Source: an optimization exercise on an open RTL-to-GDS flow (aim: small area). Production flows keep margins and buffers that such runs may drop. The RTL was checked by simulation tests, not by an equivalence proof against the original design. No activity file was given, so power comes from the tool's default toggle rates.

File: design.v
`default_nettype none
package mem_gate_pkg;
  localparam int PAGE_W     = 6;              
  localparam int PAGE_COUNT = 64;             
  localparam int PAGE_SHIFT = 16;             
  localparam int KEY_COUNT  = 4;              
  localparam int KEY_W      = 20;
  localparam int PL_W       = 8;              
  localparam int TID_W      = 8;              
  localparam int ADDR_W     = 32;
  localparam int DATA_W     = 32;             
  typedef enum logic [1:0] {
    SEG_CODE  = 2'd0,
    SEG_DATA  = 2'd1,
    SEG_STACK = 2'd2
  } seg_e;
  typedef enum logic {
    ERR_OKAY    = 1'b0,
    ERR_PROTERR = 1'b1                        
  } resp_err_e;
  typedef struct packed {
    logic             data_area;              
    logic [KEY_W-1:0] key;                    
    logic [PL_W-1:0]  pl;                     
  } page_attr_t;
  typedef struct packed {
    logic                           cyc;      
    logic                           we;
    seg_e                           seg;
    logic [PL_W-1:0]                pl;
    logic [KEY_COUNT-1:0][KEY_W-1:0] keys;
    logic [TID_W-1:0]               tid;
    logic [ADDR_W-1:0]              padr;
    logic [DATA_W-1:0]              data;
  } bus_req_t;
  typedef struct packed {
    logic              ack;                   
    resp_err_e         err;
    logic [TID_W-1:0]  tid;
    logic [ADDR_W-1:0] adr;
    logic [DATA_W-1:0] dat;
  } bus_resp_t;
endpackage
`default_nettype wire
`timescale 1ns/1ns
`default_nettype none
module page_attr_table (
  input  wire              clk,
  input  wire              rst,
  input  logic             attr_we_i,        
  input  logic [mem_gate_pkg::PAGE_W-1:0] attr_page_i,     
  input  mem_gate_pkg::page_attr_t       attr_i,           
  input  logic [mem_gate_pkg::PAGE_W-1:0] rd_page_i,       
  output mem_gate_pkg::page_attr_t       rd_attr_o         
);
  localparam int EW = 1 + mem_gate_pkg::KEY_W + mem_gate_pkg::PL_W;
  localparam int N  = mem_gate_pkg::PAGE_COUNT;
  logic [EW-1:0] mem [0:N-1];
  logic [EW-1:0] wdata;
  logic [N-1:0]  rd_sel;
  logic [EW-1:0] rd_data;
  assign wdata = rst ? '0 : attr_i;
  for (genvar e = 0; e < N; e++) begin : g_ent
    always_ff @(posedge clk) begin
      if (rst || (attr_we_i && attr_page_i == e)) begin
        mem[e] <= wdata;
      end
    end
  end
  assign rd_data = mem[rd_page_i];
  always_ff @(posedge clk) begin
    rd_attr_o <= rd_data;
  end
endmodule
`default_nettype wire
`timescale 1ns/1ns
`default_nettype none
module access_check (
  input  wire               clk,
  input  wire               rst,
  input  mem_gate_pkg::bus_req_t          req_i,             
  output logic [mem_gate_pkg::PAGE_W-1:0] rd_page_o,         
  input  mem_gate_pkg::page_attr_t        rd_attr_i,         
  output mem_gate_pkg::bus_req_t          req_o,             
  output mem_gate_pkg::bus_req_t          req_q_o,           
  output logic              pass_o,            
  output logic              fail_o             
);
  mem_gate_pkg::bus_req_t req_q;
  logic     key_ok;
  logic     pl_ok;
  logic     pass;
  assign rd_page_o = req_i.padr[mem_gate_pkg::PAGE_SHIFT +: mem_gate_pkg::PAGE_W];
  always_ff @(posedge clk) begin
    req_q     <= req_i;
    req_q.cyc <= req_i.cyc && !rst;
  end
  always_comb begin
    key_ok = (rd_attr_i.key == '0);
    for (int k = 0; k < mem_gate_pkg::KEY_COUNT; k++) begin
      if (req_q.keys[k] == rd_attr_i.key) key_ok = 1'b1;
    end
    if (!rd_attr_i.data_area) begin
      pl_ok = (rd_attr_i.pl == '0) || (rd_attr_i.pl == req_q.pl);
    end else begin
      pl_ok = ((rd_attr_i.pl == '0) || (rd_attr_i.pl <= req_q.pl))
              && (req_q.seg != mem_gate_pkg::SEG_CODE);
    end
    pass = key_ok && pl_ok;
  end
  assign req_q_o = req_q;
  assign pass_o  = req_q.cyc && pass;
  assign fail_o  = req_q.cyc && !pass;
  always_ff @(posedge clk) begin
    req_o     <= req_q;
    req_o.cyc <= req_q.cyc && pass && !rst;
  end
endmodule
`default_nettype wire
`timescale 1ns/1ns
`default_nettype none
module tid_gate (
  input  wire              clk,
  input  wire              rst,
  input  mem_gate_pkg::bus_resp_t        resp_i,             
  input  logic             pass_i,             
  input  logic             fail_i,             
  input  logic [mem_gate_pkg::TID_W-1:0] req_tid_i,
  input  logic [mem_gate_pkg::ADDR_W-1:0] req_adr_i,
  output mem_gate_pkg::bus_resp_t        resp_o
);
  localparam int NT = 2**mem_gate_pkg::TID_W;
  logic [NT-1:0]            open_q;
  logic [NT-1:0]            open_d;
  mem_gate_pkg::bus_resp_t  resp_q;
  logic                     vld_q;
  logic                     fwd;
  logic [15:0] req_row, req_col, set_row;      
  logic [15:0] rsp_row, rsp_col;               
  logic [15:0] rd_row;                         
  logic [15:0] row_bit;                        
  always_ff @(posedge clk) begin
    resp_q     <= resp_i;
    resp_q.ack <= resp_i.ack && !rst;
    vld_q      <= (resp_i.ack || resp_i.err) && !rst;
  end
  always_comb begin
    for (int j = 0; j < 16; j++) begin
      req_row[j] = (pass_i || fail_i) && (req_tid_i[7:4] == j);
      set_row[j] = pass_i && !rst && (req_tid_i[7:4] == j);
      req_col[j] = (req_tid_i[3:0] == j);
      rd_row[j]  = (resp_q.tid[7:4] == j);
      rsp_row[j] = rst || (vld_q && rd_row[j]);
      rsp_col[j] = rst || (resp_q.tid[3:0] == j);
    end
  end
  always_comb begin
    for (int a = 0; a < 16; a++) begin
      row_bit[a] = |(open_q[a*16 +: 16] & rsp_col);
    end
  end
  assign fwd = vld_q && |(row_bit & rd_row);
  always_comb begin
    for (int a = 0; a < 16; a++) begin
      for (int b = 0; b < 16; b++) begin
        open_d[a*16+b] = (set_row[a] && req_col[b]) ||
                         (open_q[a*16+b] && !((req_row[a] && req_col[b]) || (rsp_row[a] && rsp_col[b])));
      end
    end
  end
  always_ff @(posedge clk) begin
    open_q <= open_d;
  end
  always_ff @(posedge clk) begin
    resp_o.ack <= fwd && resp_q.ack && !rst;
    resp_o.err <= mem_gate_pkg::resp_err_e'((fwd ? resp_q.err : fail_i) && !rst);
    resp_o.tid <= fwd ? resp_q.tid : req_tid_i;
    resp_o.adr <= fwd ? resp_q.adr : req_adr_i;
    resp_o.dat <= fwd ? resp_q.dat : '0;
  end
endmodule
`default_nettype wire
`timescale 1ns/1ns
`default_nettype none
module mem_gate_top (
  input  wire               clk,
  input  wire               rst,
  input  logic [163:0]      req_i,          
  output logic [163:0]      req_o,          
  input  logic [73:0]       resp_i,         
  output logic [73:0]       resp_o,         
  input  logic              attr_we_i,      
  input  logic [mem_gate_pkg::PAGE_W-1:0] attr_page_i,
  input  logic [28:0]       attr_i          
);
  logic [mem_gate_pkg::PAGE_W-1:0] rd_page;
  mem_gate_pkg::page_attr_t        rd_attr;
  mem_gate_pkg::bus_req_t          req_q;
  logic                            pass;
  logic                            fail;
  page_attr_table u_table (
    .clk         (clk),
    .rst         (rst),
    .attr_we_i   (attr_we_i),
    .attr_page_i (attr_page_i),
    .attr_i      (attr_i),
    .rd_page_i   (rd_page),
    .rd_attr_o   (rd_attr)
  );
  access_check u_check (
    .clk       (clk),
    .rst       (rst),
    .req_i     (req_i),
    .rd_page_o (rd_page),
    .rd_attr_i (rd_attr),
    .req_o     (req_o),
    .req_q_o   (req_q),
    .pass_o    (pass),
    .fail_o    (fail)
  );
  tid_gate u_gate (
    .clk       (clk),
    .rst       (rst),
    .resp_i    (resp_i),
    .pass_i    (pass),
    .fail_i    (fail),
    .req_tid_i (req_q.tid),
    .req_adr_i (req_q.padr),
    .resp_o    (resp_o)
  );
endmodule
`default_nettype wire
File: flow/run.sh
#!/bin/bash
set -euo pipefail
export BUFFER_PORTS_ARGS="-buffer_cell sky130_fd_sc_hd__buf_1"
export CTS_ARGS="-sink_clustering_enable -repair_clock_nets -dont_use_dummy_load -sink_clustering_size 28 -sink_clustering_max_diameter 60 -buf_list {sky130_fd_sc_hd__clkbuf_16}"
bash standard.sh > standard.log 2>&1
File: standard.sh
#!/bin/bash
# synth_recipe.tcl (not shown) runs the flow's synth.tcl, then flattens the netlist and writes it again
# the make line also repeats each setting of config.mk as NAME=value (left out here)
make -C /OpenROAD-flow-scripts/flow DESIGN_CONFIG=/design/flow/config.mk WORK_HOME=/design/flow/orfs CLKGATE_MAP_FILE= SYNTH_SCRIPT=/design/flow/synth_recipe.tcl "${@:-finish}"
File: config.mk
export PLATFORM = sky130hd
export DESIGN_NAME = mem_gate_top
export DESIGN_NICKNAME = mem_gate_top
export VERILOG_FILES = /design/flow/design.v
export SDC_FILE = /design/flow/constraint.sdc
export NUM_CORES = 4
export LEC_CHECK = 0
export CAP_MARGIN = 10
export CORE_MARGIN = 2
export CORE_UTILIZATION = 40
export GPL_TIMING_DRIVEN = 0
export PLACE_DENSITY = 0.6
export SLEW_MARGIN = 10
File: constraint.sdc
create_clock -name core_clock -period 5.0 [get_ports {clk}]
set_input_delay 1.0000 -clock core_clock [delete_from_list [all_inputs] [get_ports {clk}]]
set_output_delay 1.0000 -clock core_clock [all_outputs]
set_load 0.01 [all_outputs]
==> impl_metrics.py, run 1 <==
metrics = {
    "place": {
        "port_buffers": 511,
        "place_congestion": 0.992,
        "dpl_cell_area_um2": 102000,
        "hpwlAfterDp_mm": 291,
        "place_inst": 9402,
    },
    "cells_and_area": {
        "drive_above_1_share_pct": 10.1,
        "layout.nets": 6847,
        "stdcell_area_um2": 106000,
        "area_growth_pct": 15.7,
        "final_core_util_pct": 46.6,
        "finalNonFillerCells": 9648,
    },
    "clocking": {
        "clk-insertion-delay-late_ns": 0.88,
        "cts.sinks": 2618,
        "ctsLongestPathBuffers": 3,
        "post-cts-setup-buffers": 0,
        "path_clk_slew_ns": 0.10,
        "cts_tree": "built",
        "cts_root_buf": "clkbuf_16",
        "cts_buffers": 163,
        "htreeDepth": 4,
    },
    "worst_setup_path": {
        "cp_top_family": "buffers and inverters",
        "cp.arrival_ns": 6.20,
        "critPathSlowestCell": "buf_1",
        "path_common_cell": "buf_1",
        "path_class": "in2reg",
        "endpoint_kind": "flop",
        "worstPathRequired_ns": 5.70,
        "worstPathMaxFanout": 10,
        "cp_num_buf_inv": 3,
        "slowest_delay_ns": 1.08,
        "critical_path.cell_chain": "buf_1 -> nor2b_1 -> nand3_1 -> nor2_1 -> buf_1 -> buf_1 -> a22oi_1 -> nand4_1 -> nor4_1 -> a21oi_1",
        "start_kind": "input pin",
    },
    "drt": {
        "drc": 0,
        "vias": 68314,
        "drt_wl_total_mm": 443,
        "wire_per_inst_um": 45.9,
        "drt_pass1_iterations": 10,
        "antenna_left": 0,
        "drtIter0Drc": 15345,
        "viasPerCell": 7.08,
    },
    "timing": {
        "rsz0062_at_grt": "true",
        "slew_headroom_pct": -13.2,
        "skew_ns": 0.120,
        "slew_violations": 33,
        "setup_viol": 40,
        "fin_tns_setup_ns": -4.08,
        "fin_crit_sh_pct": 110,
        "finalHoldViolations": 0,
        "fin_hold_ws_ns": 0.187,
        "setup_ws_ns": -0.504,
        "min_period_ns": 5.50,
        "tightest_slew_ns": 1.70,
        "fmax_ghz": 0.182,
    },
    "power": {
        "p_leak_nw": 34.7,
        "p_per_area_nw_per_um2": 390,
        "ir_worst_vdd_mv": 0.334,
    },
    "global_route": {
        "grt_overflow": 0,
        "track_usage_pct": 36.8,
        "grt_pass1_vias": 59950,
        "grt_pass1_wl_mm": 566,
        "grt_max_degree": 51,
        "antenna_found_initial": 60,
    },
    "synthesis": {
        "synthTopCellsByCount": "edfxtp_1, a22oi_1, dfxtp_1",
        "synth-async-reset-ratio_pct": 0,
        "ys_warn_count": 4,
        "seq_area_frac_synth_pct": 77.5,
        "synthCells": 5737,
        "post-synth-top-count-cell": "edfxtp_1",
        "synth-edff-count": 1856,
        "synth_top_area_share_pct": 60.8,
        "synth.distinct_cells": 58,
        "synth.avg_cell_area_um2": 16.0,
        "synthFlopType": "edfxtp_1",
        "yosys.area.top_type": "edfxtp_1",
        "synth.area.top_cells": "edfxtp_1, dfxtp_1, a22oi_1, o221ai_1, o31ai_1",
        "netlist_area_um2": 91600,
        "synth_seq_cells": 2618,
    },
    "floorplanning": {
        "die_h_um": 483,
        "io_pins": 514,
        "start_util_pct": 40.3,
        "num_rows": 175,
        "die-area_um2": 233000,
        "core_area_um2": 227000,
        "die_x_um": 483,
    },
    "outcome": {
        "so_faults": "capacitance limit, slew limit, setup timing",
        "status": "failed layout checks",
    },
    "job": {
        "drv_cap": 3,
    },
    "min_path": {
        "min_path_type": "in2reg",
    },
}
through the flow:
stage          setup WS (ns)  power, mW
2_1_floorplan          0.818       26.8
3_3_place_gp           -2.99       28.4
3_5_place_dp           -1.15       28.8
4_1_cts              0.00938       41.0
5_1_grt               -0.183       41.9
6_report              -0.504       41.3
area by class of cell:
class	instances	area, um2
timing repair buffer	662	5270
inverter	11	41.3
multi-input combinational	2656	19700
antenna	78	195
buffer	451	1970
sequential	2618	71000
tap	3009	3760
clock buffer	163	4080
fill	19541	122000
registers in the layout, summed over array words and instances (netlist names):
name and flops:
u_table.mem 1856, u_gate.open_q 256, u_check.req_o 164, u_check.req_q 164
u_gate.resp_o 74, u_gate.resp_q 74, u_table.rd_attr_o 29, u_gate.vld_q 1
where the power goes:
group / total (mW) / switching [mW] / internal (mW)
Combinational: 3.20 / 2.46 / 0.746
Clock: 12.8 / 7.04 / 5.77
Sequential: 25.3 / 0.475 / 24.8
Total: 41.3 / 9.97 / 31.3
worst paths after layout:
check                             from                       endpoint  slack [ns]  cells after the start
max                          req_i[51]  u_table.rd_attr_o[24]$_DFF_P_       -0.50                     10
min                          req_i[87]      u_check.req_q[87]$_DFF_P_        0.19                      1
max reg2reg  u_gate.resp_q[64]$_DFF_P_      u_gate.resp_o[54]$_DFF_P_        0.02                     12
min reg2reg  u_check.req_q[16]$_DFF_P_      u_check.req_o[16]$_DFF_P_        0.30                      0
cell families (layout without fill, tap and decap cells):
| kind of cell | count (synthesis) | count (layout) | share of synthesized area [%] |
|---|---|---|---|
| DFF | 2618 | 2618 | 77.5 |
| AOI/OAI and AO/OA | 1769 | 1769 | 14.5 |
| and+or+nand+nor | 758 | 758 | 4.60 |
| buffers and inverters | 463 | 1287 | 1.97 |
| xor gates and xnor gates | 80 | 80 | 0.765 |
| muxes | 41 | 41 | 0.615 |
| adders and majority gates | 8 | 8 | 0.109 |
| other | 0 | 78 | 0 |
repair_timing:
action / in CTS / in global routing
hold buffers: 0 / 0
gates resized for setup: 3 / 13
gates cloned: 0 / 0
setup endpoints to repair: 333 / 9
cells in the final DEF (no fill, tap or decap), types with 75 or more instances in the layout:
cell type	n
o221ai_1	256
nor4_1	77
clkbuf_16	163
diode_2	78
nand4_1	215
o21ai_0	141
nand3_1	107
clkbuf_2	131
a22oi_1	796
clkbuf_1	247
dfxtp_1	762
edfxtp_1	1856
nor2_1	126
buf_1	527
buf_12	81
o31ai_1	256
a22o_1	76
a221oi_1	75
metal layers:
metal | GRT usage [%] | vias up | share of wire [%]
met4 | 25.9 | 38 | 9.0
li1 | - | 25004 | -
met3 | 17.1 | 1892 | 18
met2 | 52.0 | 7634 | 41
met5 | 0 | - | 0.058
met1 | 44.3 | 33746 | 32
worst register-to-register path, delay by kind of cell, from the launching register on:
kind,cells,cell delay (ns)
muxes,1,0.36
DFF,1,0.39
AOI/OAI and AO/OA,3,1.29
buffers and inverters,4,1.46
and+or+nand+nor,4,1.37
==> run 2, diff against run 1 <==
--- a/config.mk
+++ b/config.mk
@@ -8,6 +8,5 @@
 export CAP_MARGIN = 10
 export CORE_MARGIN = 2
 export CORE_UTILIZATION = 40
-export GPL_TIMING_DRIVEN = 0
 export PLACE_DENSITY = 0.6
 export SLEW_MARGIN = 10
==> run 2 against run 1 <==
Net effect: the layout fails its checks (slew limit); first-iteration DRC count shrank 11%; final cell count is 3.5% lower; sequential cell count stayed put; count of clock-buffer cells in the layout fell by 7; sequential power about the same; wire length down 15%; critical endpoint is now u_gate.resp_o[63]$_DFF_P_; combinational power down 18%; maximum frequency grew 33%; synthesized area unchanged; via count shrank 6.4%; non-clock buffer count is 269 lower.
==> impl_metrics.py, run 2 <==
metrics = {
    "outcome": {
        "status": "failed layout checks",
        "so_faults": "slew limit",
    },
    "power": {
        "total_power_mw": 40.6,
        "p_per_area_nw_per_um2": 390,
        "ir_worst_vdd_mv": 0.413,
        "p_leak_nw": 33.8,
    },
    "floorplanning": {
        "io_pins": 514,
        "die_h_um": 483,
        "die-area_um2": 233000,
        "start_util_pct": 40.3,
        "die_x_um": 483,
        "num_rows": 175,
        "core_area_um2": 227000,
    },
    "synthesis": {
        "synthCells": 5737,
        "synth-async-reset-ratio_pct": 0,
        "synth.area.top_cells": "edfxtp_1, dfxtp_1, a22oi_1, o221ai_1, o31ai_1",
        "synth-edff-count": 1856,
        "synth.distinct_cells": 58,
        "netlist_area_um2": 91600,
        "synthFlopType": "edfxtp_1",
        "ys_warn_count": 4,
        "post-synth-top-count-cell": "edfxtp_1",
        "synth_seq_cells": 2618,
        "synth_top_area_share_pct": 60.8,
        "seq_area_frac_synth_pct": 77.5,
        "yosys.area.top_type": "edfxtp_1",
        "synthTopCellsByCount": "edfxtp_1, a22oi_1, dfxtp_1",
        "synth.avg_cell_area_um2": 16.0,
    },
    "timing": {
        "min_period_ns": 4.14,
        "fin_tns_setup_ns": 0,
        "skew_ns": 0.0982,
        "tightest_slew_ns": 1.63,
        "rsz0062_at_grt": "false",
        "setup_viol": 0,
        "fin_crit_sh_pct": 82.9,
        "finalHoldViolations": 0,
        "slew_headroom_pct": -8.78,
        "fin_hold_ws_ns": 0.230,
        "fmax_ghz": 0.241,
        "slew_violations": 132,
    },
    "place": {
        "port_buffers": 513,
        "hpwlAfterDp_mm": 225,
        "place_congestion": 0.936,
    },
    "drt": {
        "top_layer": "met5",
        "met3WireLength_mm": 56.8,
        "wl_met1_mm": 129,
        "viasPerCell": 6.87,
        "vias": 63910,
        "antenna_left": 0,
        "drt_wl_total_mm": 377,
        "drc": 0,
        "wl_met2_mm": 165,
        "drtIter0Drc": 13630,
        "wire_per_inst_um": 40.5,
        "drt_pass1_iterations": 8,
    },
    "clocking": {
        "clk-insertion-delay-late_ns": 0.89,
        "cts.sinks": 2618,
        "ctsLongestPathBuffers": 3,
        "path_clk_slew_ns": 0.10,
        "cts_root_buf": "clkbuf_16",
        "cts_buffers": 156,
        "cts_tree": "built",
        "post-cts-setup-buffers": 0,
        "cts_resized": 0,
        "htreeDepth": 4,
        "holdBufCountCts": 0,
    },
    "job": {
        "drv_cap": 0,
    },
    "min_path": {
        "hp-start": "req_i[160]",
        "worstHoldPathCells": 1,
        "min_path_type": "in2reg",
    },
    "cells_and_area": {
        "largest_reg_flops": 1856,
        "biggestRegsByFlops": "u_table.mem x1856, u_gate.open_q x256",
        "drive_above_1_share_pct": 11.5,
        "layout_common_cells": "edfxtp_1, a22oi_1, dfxtp_1",
        "layout.nets": 6571,
        "multi_input_area_um2": 19900,
        "regMostFlops": "u_table.mem",
        "regArea_um2": 71000,
        "fill_cells": 19658,
        "area_growth_pct": 13.6,
        "final_core_util_pct": 45.8,
        "mostFrequentLayoutCell": "edfxtp_1",
    },
    "worst_setup_path": {
        "endpoint": "u_gate.resp_o[63]$_DFF_P_",
        "r2r-end": "u_gate.resp_o[63]$_DFF_P_",
        "endpoint_kind": "flop",
        "r2r-start": "u_gate.resp_q[67]$_DFF_P_",
        "rrSetupSlack_ns": 0.86,
        "crit_start": "u_gate.resp_q[67]$_DFF_P_",
        "start_kind": "flop",
        "worstPathMaxFanout": 58,
        "path_class": "reg2reg",
        "worstPathRequired_ns": 5.72,
        "rr_worst_depth": 9,
        "cp.arrival_ns": 4.87,
    },
    "global_route": {
        "grt_max_degree": 258,
        "antenna_found_initial": 19,
        "track_usage_pct": 31.2,
        "grt_pass1_wl_mm": 497,
        "grt_overflow": 0,
        "grt_pass1_vias": 57832,
    },
}
run 2: cells by family (layout without fill, tap and decap cells):
family | after synthesis | in the layout | share of synthesized area [%]
AOI/OAI and AO/OA | 1769 | 1769 | 14.5
xor gates and xnor gates | 80 | 80 | 0.765
adders and majority gates | 8 | 8 | 0.109
buffers and inverters | 463 | 1011 | 1.97
DFF | 2618 | 2618 | 77.5
muxes | 41 | 41 | 0.615
other | 0 | 12 | 0
and+or+nand+nor | 758 | 758 | 4.60
run 2: report_power, final:
group | internal (mW) | leakage, nW | switching (mW)
registers | 24.8 | 24.2 | 0.720
clock network | 5.53 | 1.92 | 6.83
logic | 0.619 | 7.69 | 2.02
run 2: cell type report:
cell class / count / share of cell area, %
Sequential cell: 2618 / 68.2
Multi-Input combinational cell: 2656 / 19.1
Timing Repair Buffer: 844 / 5.24
Clock buffer: 156 / 3.75
Tap cell: 3009 / 3.62
Inverter: 11 / 0.0397
Antenna cell: 12 / 0.0288
run 2: how the worst min path moves through the flow:
stage                                 end  slack (ns)
4_1_cts        u_check.req_q[160]$_DFF_P_        0.18
3_5_place_dp    u_check.req_o[30]$_DFF_P_        0.31
2_1_floorplan    u_check.req_o[0]$_DFF_P_        0.31
3_3_place_gp    u_check.req_o[23]$_DFF_P_        0.31
6_report       u_check.req_q[160]$_DFF_P_        0.23
5_1_grt         u_check.req_q[96]$_DFF_P_        0.20
run 2: metrics by stage:
stage | std cells | setup slack, ns | area [um2]
after global placement | 9126 | 0.354 | 99900
after detailed placement | 9130 | 0.410 | 100000
after CTS | 9286 | 0.936 | 104000
after global routing | 9294 | 0.766 | 104000
after floorplan | 5737 | 0.818 | 91600
final | 9306 | 0.856 | 104000
run 2: metal layers:
| metal | track usage (%) | vias up |
|---|---|---|
| li1 | - | 24373 |
| met1 | 40.3 | 31947 |
| met2 | 46.8 | 6278 |
| met3 | 9.11 | 1290 |
| met4 | 18.5 | 22 |
| met5 | 0 | - |
run 2: worst max-delay path, cell delays in order (launching register included):
cell	delay, ns
dfxtp_1	0.80
and4b_1	0.98
or2_1	0.55
a22oi_1	0.15
nand4_1	0.19
o211ai_1	0.11
and4_1	0.26
a31oi_4	0.23
buf_12	0.29
mux2_2	0.38
==> run 3, diff against run 2 <==
==> flow/run.sh (replaced) <==
#!/bin/bash
set -euo pipefail
export REMOVE_ABC_BUFFERS=1
export BUFFER_PORTS_ARGS="-buffer_cell sky130_fd_sc_hd__buf_1"
export CTS_ARGS="-sink_clustering_enable -repair_clock_nets -dont_use_dummy_load -sink_clustering_size 28 -sink_clustering_max_diameter 60 -buf_list {sky130_fd_sc_hd__clkbuf_16}"
bash standard.sh > standard.log 2>&1
--- a/config.mk
+++ b/config.mk
@@ -8,5 +8,6 @@
 export CAP_MARGIN = 10
 export CORE_MARGIN = 2
 export CORE_UTILIZATION = 40
+export GPL_TIMING_DRIVEN = 0
 export PLACE_DENSITY = 0.6
 export SLEW_MARGIN = 10
==> run 3 against run 2 <==
Net effect: now clean on timing, DRC and antenna; final cell count down 0.25%; maximum frequency down 14%; core utilization up 1.7 points; combinational power up 13%; critical path type unchanged; highest routed layer unchanged.
==> impl_metrics.py, run 3 <==
metrics = {
    "worst_setup_path": {
        "start_kind": "flop",
        "rrSetupSlack_ns": 0.16,
        "worstPathRequired_ns": 5.69,
        "endpoint_kind": "flop",
        "rr_worst_depth": 10,
        "cp.arrival_ns": 5.54,
        "worstPathMaxFanout": 76,
        "r2r-end": "u_gate.open_q[141]$_DFF_P_",
        "path_class": "reg2reg",
        "r2r-start": "u_table.rd_attr_o[10]$_DFF_P_",
    },
    "drt": {
        "drt_wl_total_mm": 384,
        "drt_pass1_iterations": 7,
        "antenna_left": 0,
        "drtIter0Drc": 13639,
        "met3WireLength_mm": 59.2,
        "wl_met1_mm": 131,
        "viasPerCell": 6.91,
        "drc": 0,
        "wire_per_inst_um": 41.4,
        "vias": 64111,
        "wl_met2_mm": 168,
        "top_layer": "met5",
    },
    "power": {
        "p_per_area_nw_per_um2": 377,
        "p_leak_nw": 35.0,
        "total_power_mw": 40.7,
        "ir_worst_vdd_mv": 0.407,
    },
    "place": {
        "dpl_cell_area_um2": 104000,
        "place_congestion": 0.842,
        "place_ws_ns": -0.802,
        "hpwlAfterDp_mm": 247,
        "port_buffers": 513,
    },
    "floorplanning": {
        "start_util_pct": 40.3,
        "die-area_um2": 233000,
        "die_h_um": 483,
        "num_rows": 175,
        "die_x_um": 483,
        "io_pins": 514,
        "core_area_um2": 227000,
    },
    "clocking": {
        "htreeDepth": 4,
        "cts_root_buf": "clkbuf_16",
        "cts_buffers": 152,
        "ctsLongestPathBuffers": 3,
        "cts_tree": "built",
        "holdBufCountCts": 0,
        "clk-insertion-delay-late_ns": 0.89,
        "path_clk_slew_ns": 0.10,
        "cts.sinks": 2618,
    },
    "timing": {
        "setup_ws_ns": 0.158,
        "finalHoldViolations": 0,
        "tightest_slew_ns": 1.31,
        "fin_crit_sh_pct": 96.8,
        "fmax_ghz": 0.207,
        "slew_headroom_pct": 12.9,
        "min_period_ns": 4.84,
        "setup_viol": 0,
        "slew_violations": 0,
        "skew_ns": 0.125,
        "rsz0062_at_grt": "false",
    },
    "cells_and_area": {
        "fill_cells": 18895,
        "drive_above_1_share_pct": 11.9,
        "layout.nets": 6545,
        "largest_reg_flops": 1856,
        "regMostFlops": "u_table.mem",
        "stdcell_area_um2": 108000,
        "area_growth_pct": 17.9,
        "biggestRegsByFlops": "u_table.mem x1856, u_gate.open_q x256",
        "layout_common_cells": "edfxtp_1, a22oi_1, dfxtp_1",
        "mostFrequentLayoutCell": "edfxtp_1",
    },
    "outcome": {
        "status": "timing/DRC/antenna clean",
    },
    "synthesis": {
        "synth.distinct_cells": 58,
        "ys_warn_count": 4,
        "synthTopCellsByCount": "edfxtp_1, a22oi_1, dfxtp_1",
        "netlist_area_um2": 91600,
        "synth-edff-count": 1856,
        "synth-async-reset-ratio_pct": 0,
        "synth.avg_cell_area_um2": 16.0,
        "synth.area.top_cells": "edfxtp_1, dfxtp_1, a22oi_1, o221ai_1, o31ai_1",
        "post-synth-top-count-cell": "edfxtp_1",
        "synth_top_area_share_pct": 60.8,
        "synthFlopType": "edfxtp_1",
        "synth_seq_cells": 2618,
        "yosys.area.top_type": "edfxtp_1",
        "seq_area_frac_synth_pct": 77.5,
        "synthCells": 5737,
    },
    "global_route": {
        "grt_pass1_vias": 57892,
        "track_usage_pct": 31.8,
        "grt_max_degree": 77,
        "grt_overflow": 0,
        "grt_pass1_wl_mm": 505,
        "antenna_found_initial": 21,
    },
    "min_path": {
        "holdPathEnd": "u_check.req_q[104]$_DFF_P_",
        "min_path_type": "in2reg",
        "worstHoldPathCells": 1,
        "hp-start": "req_i[104]",
    },
    "job": {
        "drv_cap": 0,
    },
}
-- run 3: cell count changes in the layout (fill, tap and decap cells not counted), moves of 7 or more --
cell / before / now
nand2_2: 2 / 10
buf_12: 75 / 138
nor2_4: 64 / 72
a31oi_2: 1 / 9
nand2_1: 66 / 58
nor2_2: 0 / 8
buf_16: 5 / 145
a21o_4: 0 / 44
nor2_1: 62 / 46
a31oi_1: 10 / 2
nand3_2: 0 / 7
buf_8: 0 / 10
a21o_2: 44 / 0
buf_4: 251 / 12
-- run 3: report_power, final --
part           total, mW  internal (mW)  leakage (nW)  switching [mW]
registers           25.5           24.8          24.2           0.694
clock network       12.2           5.40          1.87            6.80
logic               2.98          0.812          8.90            2.17
total               40.7           31.0          35.0            9.66
-- run 3: logic make-up after synthesis --
kind of cell | Yosys count | share of synthesized area (%)
DFF | 2618 | 77.5
buffers and inverters | 463 | 1.97
xor gates and xnor gates | 80 | 0.765
AOI/OAI and AO/OA | 1769 | 14.5
and+or+nand+nor | 758 | 4.60
adders and majority gates | 8 | 0.109
muxes | 41 | 0.615
-- run 3: critical path, cell delays in order (launching register included) --
cell and delay (ns):
dfxtp_1 0.83, xor2_1 0.18, nor4_2 0.72, nand3_1 0.35, nor3_1 0.38, a31oi_1 0.17, a32oi_4 0.58, nand3_4 0.44
buf_16 0.36, buf_16 0.27, o31ai_1 0.33
-- run 3: layout make-up --
cell class | count | area (um2) | area share (%)
flip-flops and latches | 2618 | 71000 | 65.7
multi-input cells | 2657 | 20500 | 18.9
repair buffers | 821 | 8950 | 8.29
clock buffers | 152 | 3800 | 3.52
well taps | 3009 | 3760 | 3.48
inverters | 11 | 41.3 | 0.0382
diodes | 15 | 37.5 | 0.0347
-- run 3: per-layer routing --
| layer | up-vias | track usage [%] |
|---|---|---|
| li1 | 24311 | - |
| met1 | 32186 | 41.1 |
| met2 | 6318 | 48.2 |
| met3 | 1292 | 9.38 |
| met4 | 4 | 17.1 |
| met5 | - | 0 |
-- run 3: worst max path at each step --
stage	from	to	slack, ns	cells past startpoint
detailed placement	rst	u_gate.resp_o[69]$_DFF_P_	-0.80	14
CTS	u_gate.resp_q[64]$_DFF_P_	u_gate.resp_o[72]$_DFF_P_	0.008	11
floorplan	u_check.req_q[153]$_DFF_P_	u_gate.open_q[0]$_DFF_P_	-1.87	10
global placement	rst	u_table.mem[61][28]$_DFFE_PP_	-14.78	2
global route	u_table.rd_attr_o[10]$_DFF_P_	u_gate.open_q[75]$_DFF_P_	0.18	10
finish	u_table.rd_attr_o[10]$_DFF_P_	u_gate.open_q[141]$_DFF_P_	0.16	10
-- run 3: repair_timing --
item,4_1_cts,5_1_grt
gates resized for setup,5,1
pin swaps,1,1
cloned,1,0
buffers inserted,0,3
endpoints found under the setup margin,270,23
-- run 3: through the flow --
step | hold WS (ns) | setup TNS (ns) | std cells | utilization (%)
after CTS | 0.162 | 0 | 9263 | 47.4
final | 0.198 | 0 | 9283 | 47.5
after floorplan | 0.310 | -603.47 | 5285 | -
after global routing | 0.181 | 0 | 9272 | 47.5
after global placement | 0.310 | - | 8807 | 42.0
after detailed placement | 0.312 | -139.28 | 9110 | 45.7
==> run 4, diff against run 3 <==
==> flow/run.sh (replaced) <==
#!/bin/bash
set -euo pipefail
export BUFFER_PORTS_ARGS="-buffer_cell sky130_fd_sc_hd__buf_1"
export CTS_ARGS="-sink_clustering_enable -repair_clock_nets -dont_use_dummy_load -sink_clustering_size 28 -sink_clustering_max_diameter 60 -buf_list {sky130_fd_sc_hd__clkbuf_16}"
bash standard.sh > standard.log 2>&1
--- a/config.mk
+++ b/config.mk
@@ -5,9 +5,8 @@
 export SDC_FILE = /design/flow/constraint.sdc
 export NUM_CORES = 4
 export LEC_CHECK = 0
-export CAP_MARGIN = 10
+export CAP_MARGIN = 20
 export CORE_MARGIN = 2
 export CORE_UTILIZATION = 40
-export GPL_TIMING_DRIVEN = 0
 export PLACE_DENSITY = 0.6
-export SLEW_MARGIN = 10
+export SLEW_MARGIN = 20
==> run 4 against run 3 <==
Net effect: still clean on timing, DRC and antenna; design area fell by 3.4%; count of clock-buffer cells in the layout rose by 3; maximum frequency rose by 15%; synthesized area unchanged; clock skew fell by 0.023 ns; wire length decreased by 1.7%; power shrank 0.44%; final cell count increased by 0.25%; first-iteration DRC count increased by 1.0%; sequential share of layout area increased by 2.3 points; register-to-register slack better by 0.64 ns.
==> impl_metrics.py, run 4 <==
metrics = {
    "synthesis": {
        "synthTopCellsByCount": "edfxtp_1, a22oi_1, dfxtp_1",
        "post-synth-top-count-cell": "edfxtp_1",
        "synth-async-reset-ratio_pct": 0,
        "synth.avg_cell_area_um2": 16.0,
        "yosys.area.top_type": "edfxtp_1",
        "synthCells": 5737,
        "seq_area_frac_synth_pct": 77.5,
        "ys_warn_count": 4,
        "synth_seq_cells": 2618,
        "synth.distinct_cells": 58,
        "synthFlopType": "edfxtp_1",
        "netlist_area_um2": 91600,
        "synth-edff-count": 1856,
        "synth.area.top_cells": "edfxtp_1, dfxtp_1, a22oi_1, o221ai_1, o31ai_1",
        "synth_top_area_share_pct": 60.8,
    },
    "clocking": {
        "ctsLongestPathBuffers": 3,
        "cts_resized": 0,
        "cts.sinks": 2618,
        "cts_root_buf": "clkbuf_16",
        "post-cts-setup-buffers": 0,
        "holdBufCountCts": 0,
        "htreeDepth": 4,
        "cts_buffers": 155,
        "cts_tree": "built",
        "clk-insertion-delay-late_ns": 0.90,
        "path_clk_slew_ns": 0.10,
    },
    "timing": {
        "fin_tns_setup_ns": 0,
        "min_period_ns": 4.20,
        "finalHoldViolations": 0,
        "setup_ws_ns": 0.798,
        "fin_crit_sh_pct": 84.0,
        "setup_viol": 0,
        "fmax_ghz": 0.238,
        "rsz0062_at_grt": "false",
        "slew_headroom_pct": 14.7,
        "skew_ns": 0.103,
        "tightest_slew_ns": 1.28,
        "fin_hold_ws_ns": 0.222,
        "slew_violations": 0,
    },
    "floorplanning": {
        "start_util_pct": 40.3,
        "die-area_um2": 233000,
        "io_pins": 514,
        "die_h_um": 483,
        "die_x_um": 483,
        "core_area_um2": 227000,
        "num_rows": 175,
    },
    "place": {
        "port_buffers": 513,
        "place_ws_ns": 0.345,
        "hpwlAfterDp_mm": 227,
        "place_inst": 9143,
        "place_congestion": 0.936,
    },
    "job": {
        "drv_cap": 0,
    },
    "worst_setup_path": {
        "critPathSlowestCell": "and4b_1",
        "critical_path.cell_chain": "and4b_1 -> or2_1 -> a22oi_1 -> nand4_1 -> o211ai_1 -> and4_1 -> a31oi_4 -> buf_12 -> mux2_4",
        "endpoint_kind": "flop",
        "worstPathRequired_ns": 5.70,
        "cp.arrival_ns": 4.91,
        "start_kind": "flop",
        "slowest_delay_ns": 1.02,
        "path_class": "reg2reg",
        "cp_num_buf_inv": 1,
        "cp_top_family": "simple AND/OR/NAND/NOR gates",
        "worstPathMaxFanout": 58,
    },
    "drt": {
        "viasPerCell": 6.83,
        "antenna_left": 0,
        "drc": 0,
        "drt_pass1_iterations": 8,
        "wire_per_inst_um": 40.5,
        "drt_wl_total_mm": 377,
        "drtIter0Drc": 13782,
        "vias": 63519,
    },
    "power": {
        "p_leak_nw": 33.9,
        "ir_worst_vdd_mv": 0.408,
        "p_per_area_nw_per_um2": 388,
    },
    "cells_and_area": {
        "drive_above_1_share_pct": 11.6,
        "biggestRegsByFlops": "u_table.mem x1856, u_gate.open_q x256",
        "largest_reg_flops": 1856,
        "layout_common_cells": "edfxtp_1, a22oi_1, dfxtp_1",
        "finalNonFillerCells": 9306,
        "regMostFlops": "u_table.mem",
        "final_core_util_pct": 45.9,
        "mostFrequentLayoutCell": "edfxtp_1",
        "layout.nets": 6578,
        "area_growth_pct": 13.9,
        "fill_cells": 19543,
    },
    "outcome": {
        "status": "timing/DRC/antenna clean",
    },
    "global_route": {
        "antenna_found_initial": 17,
        "grt_overflow": 0,
        "track_usage_pct": 31.3,
        "grt_max_degree": 258,
        "grt_pass1_wl_mm": 498,
        "grt_pass1_vias": 57704,
    },
    "min_path": {
        "min_path_type": "in2reg",
    },
}
-- run 4: cell counts after synthesis --
Identical to the previous run, type by type.
-- run 4: path summary, 6_finish.rpt --
path | start | endpoint | slack [ns] | cells past startpoint
worst max register to register | u_gate.resp_q[67]$_DFF_P_ | u_gate.resp_o[62]$_DFF_P_ | 0.80 | 9
worst min register to register | u_check.req_q[113]$_DFF_P_ | u_check.req_o[113]$_DFF_P_ | 0.28 | 0
worst max-delay path | u_gate.resp_q[67]$_DFF_P_ | u_gate.resp_o[62]$_DFF_P_ | 0.80 | 9
worst min-delay path | req_i[162] | u_check.req_q[162]$_DFF_P_ | 0.22 | 1
-- run 4: metal layers --
metal  vias to the layer above  part of all wire [%]  global-route usage [%]
met5                         -                 0.024                       0
met4                        16                   7.4                    18.7
met3                      1291                    15                    8.76
met2                      6318                    43                    46.7
met1                     31551                    34                    40.6
li1                      24343                     -                       -
-- run 4: where the power goes --
group / internal, mW / leakage (nW) / switching [mW]
registers: 24.8 / 24.2 / 0.718
clock network: 5.50 / 1.91 / 6.82
logic: 0.626 / 7.81 / 2.02
total: 31.0 / 33.9 / 9.55
-- run 4: cell type report --
type | count | area (um2) | area share (%)
Clock buffer | 155 | 3880 | 3.72
Tap cell | 3009 | 3760 | 3.61
Sequential cell | 2618 | 71000 | 68.0
Timing Repair Buffer | 852 | 5720 | 5.49
Inverter | 11 | 41.3 | 0.0396
Antenna cell | 5 | 12.5 | 0.0120
Multi-Input combinational cell | 2656 | 19900 | 19.1
-- run 4: stage by stage --
step / total power, mW / instance area, um2
after floorplan: 26.8 / 91600
after global placement: 28.4 / 99900
after detailed placement: 28.5 / 100000
after CTS: 40.4 / 104000
after global routing: 41.3 / 104000
final: 40.5 / 104000
-- run 4: kinds of logic (layout without fill, tap and decap cells) --
group	after synthesis	count (layout)	share of synthesized area, %
mux	41	41	0.615
simple gates	758	758	4.60
xor+xnor	80	80	0.765
buf+inv	463	1018	1.97
compound gates	1769	1769	14.5
fa+ha+maj	8	8	0.109
other cells	0	5	0
flops	2618	2618	77.5
==> run 5, diff against run 4 <==
--- a/config.mk
+++ b/config.mk
@@ -7,6 +7,6 @@
 export LEC_CHECK = 0
 export CAP_MARGIN = 20
 export CORE_MARGIN = 2
-export CORE_UTILIZATION = 40
-export PLACE_DENSITY = 0.6
+export CORE_UTILIZATION = 50
+export PLACE_DENSITY = 0.7
 export SLEW_MARGIN = 20
==> run 5 against run 4 <==
Net effect: synthesized cell count did not move; highest routed layer unchanged; register-to-register slack got worse by 0.06 ns; sequential cell count unchanged; worst setup slack worse by 0.059 ns; clock skew is 0.025 ns lower; combinational power fell by 2%; wire length fell by 4.2%; design area down 1.3%; clock power shrank 5%; hold slack worse by 0.0018 ns; largest power group unchanged; core utilization is 11 points higher.
==> impl_metrics.py, run 5 <==
metrics = {
    "floorplanning": {
        "core_area_um2": 182000,
        "die_x_um": 432,
        "die-area_um2": 187000,
        "io_pins": 514,
        "start_util_pct": 50.2,
        "die_h_um": 432,
        "num_rows": 157,
    },
    "clocking": {
        "ctsLongestPathBuffers": 3,
        "cts_buffers": 142,
        "cts.sinks": 2618,
        "path_clk_slew_ns": 0.10,
        "cts_tree": "built",
        "clk-insertion-delay-late_ns": 0.87,
        "holdBufCountCts": 0,
        "htreeDepth": 4,
        "post-cts-setup-buffers": 0,
        "cts_resized": 0,
        "cts_root_buf": "clkbuf_16",
    },
    "drt": {
        "vias": 64481,
        "drt_wl_total_mm": 362,
        "drtIter0Drc": 15119,
        "wire_per_inst_um": 41.7,
        "drc": 0,
        "antenna_left": 0,
        "viasPerCell": 7.44,
        "drt_pass1_iterations": 9,
    },
    "global_route": {
        "grt_pass1_vias": 58848,
        "grt_max_degree": 74,
        "track_usage_pct": 37.6,
        "grt_overflow": 0,
        "antenna_found_initial": 12,
        "grt_pass1_wl_mm": 482,
    },
    "power": {
        "combPwrFrac_pct": 6.5,
        "total_power_mw": 39.9,
        "p_per_area_nw_per_um2": 387,
        "p_leak_nw": 33.7,
        "p_int_mw": 30.5,
        "switchingPower_mw": 9.35,
        "netSwitchingFraction_pct": 23.5,
        "ir_worst_vdd_mv": 0.320,
        "p_seq_share_pct": 64.2,
        "clockPowerShare_pct": 29.3,
    },
    "timing": {
        "setup_ws_ns": 0.739,
        "rsz0062_at_grt": "false",
        "fin_crit_sh_pct": 85.2,
        "finalHoldViolations": 0,
        "min_period_ns": 4.26,
        "tightest_slew_ns": 1.30,
        "setup_viol": 0,
        "fmax_ghz": 0.235,
        "skew_ns": 0.0771,
        "fin_tns_setup_ns": 0,
        "slew_headroom_pct": 12.8,
        "slew_violations": 0,
    },
    "worst_setup_path": {
        "path_class": "reg2reg",
        "rrSetupSlack_ns": 0.74,
        "r2r-end": "u_gate.open_q[198]$_DFF_P_",
        "slowest_delay_ns": 0.90,
        "critical_path.cell_chain": "xor2_1 -> nor4_1 -> nand3_1 -> nor3_1 -> a31oi_1 -> a32oi_1 -> nand3_4 -> buf_12 -> o31ai_1",
        "endpoint_kind": "flop",
        "worstPathMaxFanout": 64,
        "critPathSlowestCell": "dfxtp_1",
        "rr_worst_depth": 9,
        "worstPathRequired_ns": 5.70,
        "r2r-start": "u_table.rd_attr_o[24]$_DFF_P_",
        "cp.arrival_ns": 4.96,
        "cp_top_family": "simple AND/OR/NAND/NOR gates",
        "cp_num_buf_inv": 1,
        "start_kind": "flop",
    },
    "cells_and_area": {
        "fill_cells": 13772,
        "layout_common_cells": "edfxtp_1, a22oi_1, dfxtp_1",
        "mostFrequentLayoutCell": "edfxtp_1",
        "largest_reg_flops": 1856,
        "area_growth_pct": 12.4,
        "biggestRegsByFlops": "u_table.mem x1856, u_gate.open_q x256",
        "layout.nets": 6555,
        "drive_above_1_share_pct": 11.4,
        "regMostFlops": "u_table.mem",
        "final_core_util_pct": 56.4,
        "stdcell_area_um2": 103000,
    },
    "synthesis": {
        "netlist_area_um2": 91600,
        "synthCells": 5737,
        "synth_top_area_share_pct": 60.8,
        "synth-edff-count": 1856,
        "yosys.area.top_type": "edfxtp_1",
        "ys_warn_count": 4,
        "synthFlopType": "edfxtp_1",
        "synth.distinct_cells": 58,
        "synth.avg_cell_area_um2": 16.0,
        "post-synth-top-count-cell": "edfxtp_1",
        "synth_seq_cells": 2618,
        "synth.area.top_cells": "edfxtp_1, dfxtp_1, a22oi_1, o221ai_1, o31ai_1",
        "seq_area_frac_synth_pct": 77.5,
        "synthTopCellsByCount": "edfxtp_1, a22oi_1, dfxtp_1",
        "synth-async-reset-ratio_pct": 0,
    },
    "min_path": {
        "min_path_type": "in2reg",
        "holdPathEnd": "u_check.req_q[94]$_DFF_P_",
        "hp-start": "req_i[94]",
        "worstHoldPathCells": 1,
    },
    "place": {
        "hpwlAfterDp_mm": 217,
        "dpl_cell_area_um2": 99200,
        "place_congestion": 0.980,
        "port_buffers": 513,
        "place_ws_ns": 0.418,
    },
    "outcome": {
        "status": "timing/DRC/antenna clean",
    },
    "job": {
        "drv_cap": 0,
    },
}
run 5: cell counts after synthesis:
No cell type changed its count.
run 5: per-stage QoR:
stage	hold slack (ns)	instances
CTS	0.188	8648
floorplan	0.310	5737
global placement	0.310	8492
global route	0.206	8656
finish	0.221	8662
detailed placement	0.313	8506
run 5: kinds of logic (layout without fill, tap and decap cells):
| group | count (synthesis) | in the layout | synth area share (%) |
|---|---|---|---|
| adders and majority gates | 8 | 8 | 0.109 |
| and+or+nand+nor | 758 | 758 | 4.60 |
| DFF | 2618 | 2618 | 77.5 |
| xor gates and xnor gates | 80 | 80 | 0.765 |
| buffers and inverters | 463 | 995 | 1.97 |
| muxes | 41 | 41 | 0.615 |
| other | 0 | 8 | 0 |
| AOI/OAI and AO/OA | 1769 | 1769 | 14.5 |
run 5: area by class of cell:
cell class | instances | area (um2) | share of cell area, %
antenna | 8 | 20.0 | 0.0194
timing repair buffer | 842 | 5380 | 5.23
sequential | 2618 | 71000 | 69.0
clock buffer | 142 | 3550 | 3.45
tap | 2385 | 2980 | 2.90
inverter | 11 | 41.3 | 0.0401
multi-input combinational | 2656 | 20000 | 19.4
run 5: how the worst max path moves through the flow:
stage / start / end / slack [ns] / depth (start not counted)
5_1_grt: u_table.rd_attr_o[24]$_DFF_P_ / u_gate.open_q[131]$_DFF_P_ / 0.55 / 9
2_1_floorplan: rst / u_table.mem[0][10]$_DFFE_PP_ / 0.82 / 7
3_5_place_dp: req_i[53] / u_table.rd_attr_o[21]$_DFF_P_ / 0.42 / 8
4_1_cts: u_table.rd_attr_o[24]$_DFF_P_ / u_gate.open_q[10]$_DFF_P_ / 0.88 / 9
6_report: u_table.rd_attr_o[24]$_DFF_P_ / u_gate.open_q[198]$_DFF_P_ / 0.74 / 9
3_3_place_gp: req_i[53] / u_table.rd_attr_o[21]$_DFF_P_ / 0.39 / 8
run 5: power groups by stage:
stage	combinational [mW]	sequential, mW	clock, mW
floorplan	1.07	25.7	0
global placement	2.35	26.0	0
detailed placement	2.42	26.0	0
CTS	2.43	25.5	11.6
global route	2.58	25.7	12.3
finish	2.61	25.6	11.7
run 5: layer usage:
| layer | GRT usage (%) | up-vias | routed length, um |
|---|---|---|---|
| met5 | 0 | - | 22 |
| met4 | 26.3 | 4 | 33000 |
| met3 | 14.8 | 1845 | 65300 |
| met2 | 54.3 | 7413 | 152000 |
| met1 | 46.3 | 30942 | 111000 |
| li1 | - | 24277 | - |
==> run 6, diff against run 5 <==
==> flow/run.sh (replaced) <==
#!/bin/bash
set -euo pipefail
export BUFFER_PORTS_ARGS="-buffer_cell sky130_fd_sc_hd__buf_1"
export CTS_ARGS="-sink_clustering_enable -repair_clock_nets -dont_use_dummy_load -sink_clustering_size 32 -sink_clustering_max_diameter 72 -buf_list {sky130_fd_sc_hd__clkbuf_16}"
bash standard.sh > standard.log 2>&1
==> run 6 against run 5 <==
Net effect: clock power shrank about 10%; via count grew 0.25%; first-iteration DRC count shrank 1.2%; maximum frequency grew 1.1%; core utilization shrank 0.37 points; sequential power is essentially flat; sequential share of layout area grew 0.46 points; final cell count shrank 0.25%; power shrank 3.0%.
==> impl_metrics.py, run 6 <==
metrics = {
    "place": {
        "place_congestion": 0.980,
        "hpwlAfterDp_mm": 217,
        "port_buffers": 513,
        "place_inst": 8506,
        "dpl_cell_area_um2": 99200,
    },
    "floorplanning": {
        "start_util_pct": 50.2,
        "core_area_um2": 182000,
        "io_pins": 514,
        "die-area_um2": 187000,
        "die_h_um": 432,
        "num_rows": 157,
        "die_x_um": 432,
    },
    "timing": {
        "fmax_ghz": 0.237,
        "slew_headroom_pct": 12.8,
        "finalHoldViolations": 0,
        "fin_hold_ws_ns": 0.238,
        "min_period_ns": 4.22,
        "setup_viol": 0,
        "tightest_slew_ns": 1.31,
        "fin_tns_setup_ns": 0,
        "skew_ns": 0.0861,
        "fin_crit_sh_pct": 84.3,
        "slew_violations": 0,
        "rsz0062_at_grt": "false",
    },
    "worst_setup_path": {
        "start_kind": "flop",
        "rr_worst_depth": 9,
        "worstPathMaxFanout": 62,
        "critical_path.cell_chain": "xor2_1 -> nor4_1 -> nand3_1 -> nor3_1 -> a31oi_1 -> a32oi_1 -> nand3_4 -> buf_12 -> o31ai_1",
        "critPathSlowestCell": "dfxtp_1",
        "worstPathRequired_ns": 5.70,
        "endpoint_kind": "flop",
        "path_class": "reg2reg",
        "cp_num_buf_inv": 1,
        "slowest_delay_ns": 0.91,
        "cp.arrival_ns": 4.91,
        "cp.depth": 9,
        "cp_top_family": "simple AND/OR/NAND/NOR gates",
    },
    "global_route": {
        "grt_pass1_vias": 58568,
        "grt_max_degree": 74,
        "track_usage_pct": 37.4,
        "grt_overflow": 0,
        "antenna_found_initial": 12,
        "grt_pass1_wl_mm": 480,
    },
    "power": {
        "ir_worst_vdd_mv": 0.295,
        "p_per_area_nw_per_um2": 378,
        "p_leak_nw": 33.3,
        "switchingPower_mw": 9.16,
        "netSwitchingFraction_pct": 23.7,
        "p_seq_share_pct": 66.2,
        "combPwrFrac_pct": 6.7,
        "clockPowerShare_pct": 27.1,
        "p_int_mw": 29.5,
    },
    "drt": {
        "antenna_left": 0,
        "viasPerCell": 7.48,
        "wire_per_inst_um": 41.9,
        "drtIter0Drc": 14942,
        "drt_pass1_iterations": 7,
        "vias": 64645,
        "drt_wl_total_mm": 362,
        "drc": 0,
    },
    "clocking": {
        "cts_root_buf": "clkbuf_16",
        "cts.sinks": 2618,
        "cts_resized": 0,
        "clk-insertion-delay-late_ns": 0.84,
        "post-cts-setup-buffers": 0,
        "holdBufCountCts": 0,
        "cts_buffers": 114,
        "cts_tree": "built",
        "htreeDepth": 3,
        "path_clk_slew_ns": 0.12,
        "ctsLongestPathBuffers": 3,
    },
    "cells_and_area": {
        "final_core_util_pct": 56.0,
        "biggestRegsByFlops": "u_table.mem x1856, u_gate.open_q x256",
        "regMostFlops": "u_table.mem",
        "layout.nets": 6527,
        "stdcell_area_um2": 102000,
        "drive_above_1_share_pct": 11.0,
        "mostFrequentLayoutCell": "edfxtp_1",
        "fill_cells": 13844,
        "area_growth_pct": 11.6,
        "finalNonFillerCells": 8640,
        "largest_reg_flops": 1856,
        "layout_common_cells": "edfxtp_1, a22oi_1, dfxtp_1",
    },
    "synthesis": {
        "synth-async-reset-ratio_pct": 0,
        "synthTopCellsByCount": "edfxtp_1, a22oi_1, dfxtp_1",
        "synth.area.top_cells": "edfxtp_1, dfxtp_1, a22oi_1, o221ai_1, o31ai_1",
        "seq_area_frac_synth_pct": 77.5,
        "synth_top_area_share_pct": 60.8,
        "synthCells": 5737,
        "synth-edff-count": 1856,
        "synth.distinct_cells": 58,
        "synth_seq_cells": 2618,
        "synth.avg_cell_area_um2": 16.0,
        "synthFlopType": "edfxtp_1",
        "ys_warn_count": 4,
        "netlist_area_um2": 91600,
        "post-synth-top-count-cell": "edfxtp_1",
        "yosys.area.top_type": "edfxtp_1",
    },
    "min_path": {
        "min_path_type": "in2reg",
        "worstHoldPathCells": 1,
    },
    "outcome": {
        "status": "timing/DRC/antenna clean",
    },
    "job": {
        "drv_cap": 0,
    },
}
[run 6: cell types whose count changed in the layout (fill, tap and decap cells not counted)]
cell and delta:
clkbuf_16 -28, diode_2 +6, a21o_2 +1, a21o_4 -1
buf_12 -1, buf_16 +1
[run 6: path summary, 6_finish.rpt]
check	start	endpoint	slack [ns]
setup reg to reg	u_table.rd_attr_o[24]$_DFF_P_	u_gate.open_q[71]$_DFF_P_	0.78
hold reg to reg	u_check.req_q[50]$_DFF_P_	u_check.req_o[50]$_DFF_P_	0.29
hold / removal	req_i[151]	u_check.req_q[151]$_DFF_P_	0.24
setup / recovery	u_table.rd_attr_o[24]$_DFF_P_	u_gate.open_q[71]$_DFF_P_	0.78
[run 6: cell families (layout without fill, tap and decap cells)]
family | after synthesis | in the layout | synth area share [%]
multiplexers | 41 | 41 | 0.615
adder cells (fa/ha/maj) | 8 | 8 | 0.109
other | 0 | 14 | 0
flip-flops | 2618 | 2618 | 77.5
AND/OR/NAND/NOR | 758 | 758 | 4.60
AO/OA/AOI/OAI | 1769 | 1769 | 14.5
buffers and inverters | 463 | 967 | 1.97
XOR/XNOR | 80 | 80 | 0.765
[run 6: through the flow]
step	total power, mW	setup slack, ns
6_report	38.7	0.785
5_1_grt	39.3	0.562
4_1_cts	38.3	0.905
3_5_place_dp	28.5	0.418
3_3_place_gp	28.3	0.392
2_1_floorplan	26.8	0.818
[run 6: power groups by stage]
stage / Combinational [mW] / Sequential, mW / Clock [mW]
after global routing: 2.57 / 25.7 / 11.1
final: 2.61 / 25.6 / 10.5
after global placement: 2.35 / 26.0 / 0
after floorplan: 1.07 / 25.7 / 0
after detailed placement: 2.42 / 26.0 / 0
after CTS: 2.43 / 25.5 / 10.4
[run 6: final cells by class]
cell class              instances  area (um2)  area share (%)
multi-input cells            2656       20000            19.5
diodes                         14        35.0          0.0343
repair buffers                842        5390            5.27
flip-flops and latches       2618       71000            69.4
well taps                    2385        2980            2.92
clock buffers                 114        2850            2.79
inverters                      11        41.3          0.0404
[run 6: routing by layer]
| metal | wire length, um | GRT usage [%] | up-vias |
|---|---|---|---|
| met5 | 55 | 0 | - |
| met4 | 31100 | 24.9 | 4 |
| met3 | 64600 | 14.4 | 1758 |
| met2 | 154000 | 54.8 | 7462 |
| met1 | 112000 | 46.2 | 31202 |
| li1 | - | - | 24219 |
==> run 7, diff against run 6 <==
==> flow/run.sh (replaced) <==
#!/bin/bash
set -euo pipefail
export BUFFER_PORTS_ARGS="-buffer_cell sky130_fd_sc_hd__buf_1"
export CTS_ARGS="-sink_clustering_enable -repair_clock_nets -dont_use_dummy_load -sink_clustering_size 18 -sink_clustering_max_diameter 45 -sink_clustering_buffer sky130_fd_sc_hd__clkbuf_8 -buf_list {sky130_fd_sc_hd__clkbuf_8 sky130_fd_sc_hd__clkbuf_16}"
bash standard.sh > standard.log 2>&1
==> run 7 against run 6 <==
Net effect: core utilization increased by 0.26 points; maximum frequency decreased by 0.82%; register-to-register slack got worse by 0.03 ns; largest cell class unchanged; worst setup slack got worse by 0.035 ns; largest power group unchanged; wire length about the same; die area unchanged; hold slack got worse by 0.030 ns; design area increased by 0.46%; synthesized area unchanged; clock power increased by 6%; combinational power about the same; count of clock-buffer cells in the layout increased by 114.
==> impl_metrics.py, run 7 <==
metrics = {
    "outcome": {
        "status": "timing/DRC/antenna clean",
    },
    "synthesis": {
        "synth.distinct_cells": 58,
        "synthTopCellsByCount": "edfxtp_1, a22oi_1, dfxtp_1",
        "seq_area_frac_synth_pct": 77.5,
        "synthMuxAreaShare_pct": 0.615,
        "synth_top_family_by_area": "compound AO/OA/AOI/OAI gates",
        "synth_top_area_share_pct": 60.8,
        "synth.area.top_cells": "edfxtp_1, dfxtp_1, a22oi_1, o221ai_1, o31ai_1",
        "synth_compound_area_share_pct": 14.5,
        "post-synth-top-count-cell": "edfxtp_1",
        "synth-async-reset-ratio_pct": 0,
        "synth_seq_cells": 2618,
        "netlist_area_um2": 91600,
        "synthCells": 5737,
        "synthAdderAreaFrac_pct": 0.109,
        "synth_xor_area_share_pct": 0.765,
        "ys_warn_count": 4,
        "synth-edff-count": 1856,
        "synthFlopType": "edfxtp_1",
        "yosys.area.top_type": "edfxtp_1",
        "synth.avg_cell_area_um2": 16.0,
        "synth_simple_gate_area_share_pct": 4.60,
    },
    "place": {
        "port_buffers": 513,
        "place_inst": 8506,
        "place_ws_ns": 0.418,
        "place_congestion": 0.980,
        "hpwlAfterDp_mm": 217,
    },
    "min_path": {
        "worstHoldPathCells": 1,
        "hp-start": "req_i[89]",
        "holdPathEnd": "u_check.req_q[89]$_DFF_P_",
        "min_path_type": "in2reg",
    },
    "timing": {
        "setup_ws_ns": 0.750,
        "fin_tns_setup_ns": 0,
        "finalHoldViolations": 0,
        "rsz0062_at_grt": "false",
        "slew_headroom_pct": 13.2,
        "slew_violations": 0,
        "fmax_ghz": 0.235,
        "min_period_ns": 4.25,
        "tightest_slew_ns": 1.30,
        "setup_viol": 0,
        "fin_crit_sh_pct": 85.0,
        "skew_ns": 0.111,
    },
    "worst_setup_path": {
        "slowest_delay_ns": 0.90,
        "rr_worst_depth": 9,
        "start_kind": "flop",
        "r2r-start": "u_table.rd_attr_o[24]$_DFF_P_",
        "cp_top_family": "simple AND/OR/NAND/NOR gates",
        "worstPathMaxFanout": 62,
        "rrSetupSlack_ns": 0.75,
        "critical_path.cell_chain": "xor2_1 -> nor4_1 -> nand3_1 -> nor3_1 -> a31oi_1 -> a32oi_1 -> nand3_4 -> buf_12 -> o31ai_1",
        "path_class": "reg2reg",
        "critPathSlowestCell": "dfxtp_1",
        "cp.arrival_ns": 4.95,
        "cp_num_buf_inv": 1,
        "worstPathRequired_ns": 5.70,
        "endpoint_kind": "flop",
        "r2r-end": "u_gate.open_q[109]$_DFF_P_",
    },
    "cells_and_area": {
        "area_growth_pct": 12.1,
        "biggestRegsByFlops": "u_table.mem x1856, u_gate.open_q x256",
        "finalNonFillerCells": 8751,
        "fill_cells": 13829,
        "regMostFlops": "u_table.mem",
        "drive_above_1_share_pct": 12.6,
        "largest_reg_flops": 1856,
        "mostFrequentLayoutCell": "edfxtp_1",
        "final_core_util_pct": 56.3,
        "layout.nets": 6641,
        "layout_common_cells": "edfxtp_1, a22oi_1, dfxtp_1",
    },
    "global_route": {
        "antenna_found_initial": 14,
        "grt_max_degree": 74,
        "track_usage_pct": 37.6,
        "grt_pass1_wl_mm": 482,
        "grt_overflow": 0,
        "grt_pass1_vias": 59494,
    },
    "clocking": {
        "cts_resized": 0,
        "cts_root_buf": "clkbuf_16",
        "ctsLongestPathBuffers": 3,
        "post-cts-setup-buffers": 0,
        "clk-insertion-delay-late_ns": 0.86,
        "cts_tree": "built",
        "cts_buffers": 228,
        "htreeDepth": 4,
        "cts.sinks": 2618,
        "path_clk_slew_ns": 0.11,
        "holdBufCountCts": 0,
    },
    "drt": {
        "drc": 0,
        "drt_pass1_iterations": 9,
        "antenna_left": 0,
        "wire_per_inst_um": 41.3,
        "viasPerCell": 7.42,
        "drt_wl_total_mm": 362,
        "drtIter0Drc": 14229,
        "vias": 64894,
    },
    "floorplanning": {
        "core_area_um2": 182000,
        "num_rows": 157,
        "start_util_pct": 50.2,
        "io_pins": 514,
        "die-area_um2": 187000,
        "die_h_um": 432,
        "die_x_um": 432,
    },
    "power": {
        "p_leak_nw": 33.6,
        "p_per_area_nw_per_um2": 382,
        "total_power_mw": 39.3,
        "ir_worst_vdd_mv": 0.276,
    },
    "job": {
        "drv_cap": 0,
    },
}
run 7: cell type report:
cell class | count | area, um2 | share of cell area [%]
sequential | 2618 | 71000 | 69.1
multi-input combinational | 2656 | 20000 | 19.4
timing repair buffer | 842 | 5390 | 5.25
clock buffer | 228 | 3330 | 3.24
tap | 2385 | 2980 | 2.90
inverter | 11 | 41.3 | 0.0402
antenna | 11 | 27.5 | 0.0268
run 7: stage by stage:
stage,area [um2],hold slack (ns)
global placement,98900,0.310
global route,103000,0.187
floorplan,91600,0.310
CTS,103000,0.178
finish,103000,0.208
detailed placement,99200,0.313
run 7: where the power goes:
group          switching (mW)  internal (mW)  leakage, nW
Combinational            1.99          0.615         7.68
Sequential              0.750           24.9         24.2
Clock                    6.69           4.36         1.73
Total                    9.43           29.8         33.6
run 7: cells by family after synthesis:
family | after synthesis
buffers and inverters | 463
xor gates and xnor gates | 80
muxes | 41
and+or+nand+nor | 758
adders and majority gates | 8
AOI/OAI and AO/OA | 1769
DFF | 2618
run 7: routing by layer:
metal	global-route usage (%)	part of all wire [%]	up-vias
li1	-	-	24419
met1	45.9	31	31129
met2	53.9	42	7472
met3	15.7	18	1862
met4	26.6	9.0	12
met5	0	0.030	-
run 7: worst max-delay path by stage:
stage | slack [ns] | cells past startpoint | start | to
2_1_floorplan | 0.82 | 7 | rst | u_table.mem[0][10]$_DFFE_PP_
3_3_place_gp | 0.39 | 8 | req_i[53] | u_table.rd_attr_o[21]$_DFF_P_
3_5_place_dp | 0.42 | 8 | req_i[53] | u_table.rd_attr_o[21]$_DFF_P_
4_1_cts | 0.88 | 9 | u_table.rd_attr_o[24]$_DFF_P_ | u_gate.open_q[114]$_DFF_P_
5_1_grt | 0.61 | 9 | u_table.rd_attr_o[24]$_DFF_P_ | u_gate.open_q[16]$_DFF_P_
6_report | 0.75 | 9 | u_table.rd_attr_o[24]$_DFF_P_ | u_gate.open_q[109]$_DFF_P_
run 7: worst register-to-register path: cells and delay by family, from the launching register on:
kind	cells	cell delay (ns)
AND/OR/NAND/NOR	4	1.64
AO/OA/AOI/OAI	3	0.97
XOR/XNOR	1	0.16
flip-flops	1	0.90
buffers and inverters	1	0.48

-- static timing again, ports no longer ideal --
In the flow no input, the clock included, has a driving cell. The finished layouts below were timed again as built, in two steps.
Step 1: set_driving_cell puts a clkbuf_16 on clk and a buf_2 on each other input, an assumption about the parent block.
Step 2 moves the port delays by t, midway between the first and last clock arrival at a register: inputs arrive t later, outputs are due t later. That takes back most of the time a late clock gives input paths.
Slacks: no drivers / after step 1 / after step 2; pairs: no drivers / after step 1.
run	shift t [ns]	slack for setup (ns)	clock arrival spread, ns	worst slew at a driven data input, ns
run 1	0.929	-0.504 / -0.506 / -1.435	0.138 / 0.138	0.19
run 2	0.923	0.856 / 0.856 / 0.243	0.122 / 0.122	0.18
run 3	0.910	0.158 / 0.158 / -0.354	0.170 / 0.169	0.27
run 4	0.935	0.798 / 0.798 / 0.186	0.131 / 0.132	0.19
run 5	0.900	0.739 / 0.739 / 0.363	0.145 / 0.145	0.13
run 6	0.891	0.785 / 0.785 / 0.285	0.093 / 0.093	0.13
run 7	0.889	0.750 / 0.750 / 0.243	0.142 / 0.142	0.13
With both steps, setup timing fails in run 3, where it was met with ideal ports. The setup slack of run 1, which loses most, moves by -0.002 ns with the drivers and by -0.931 ns with both steps.
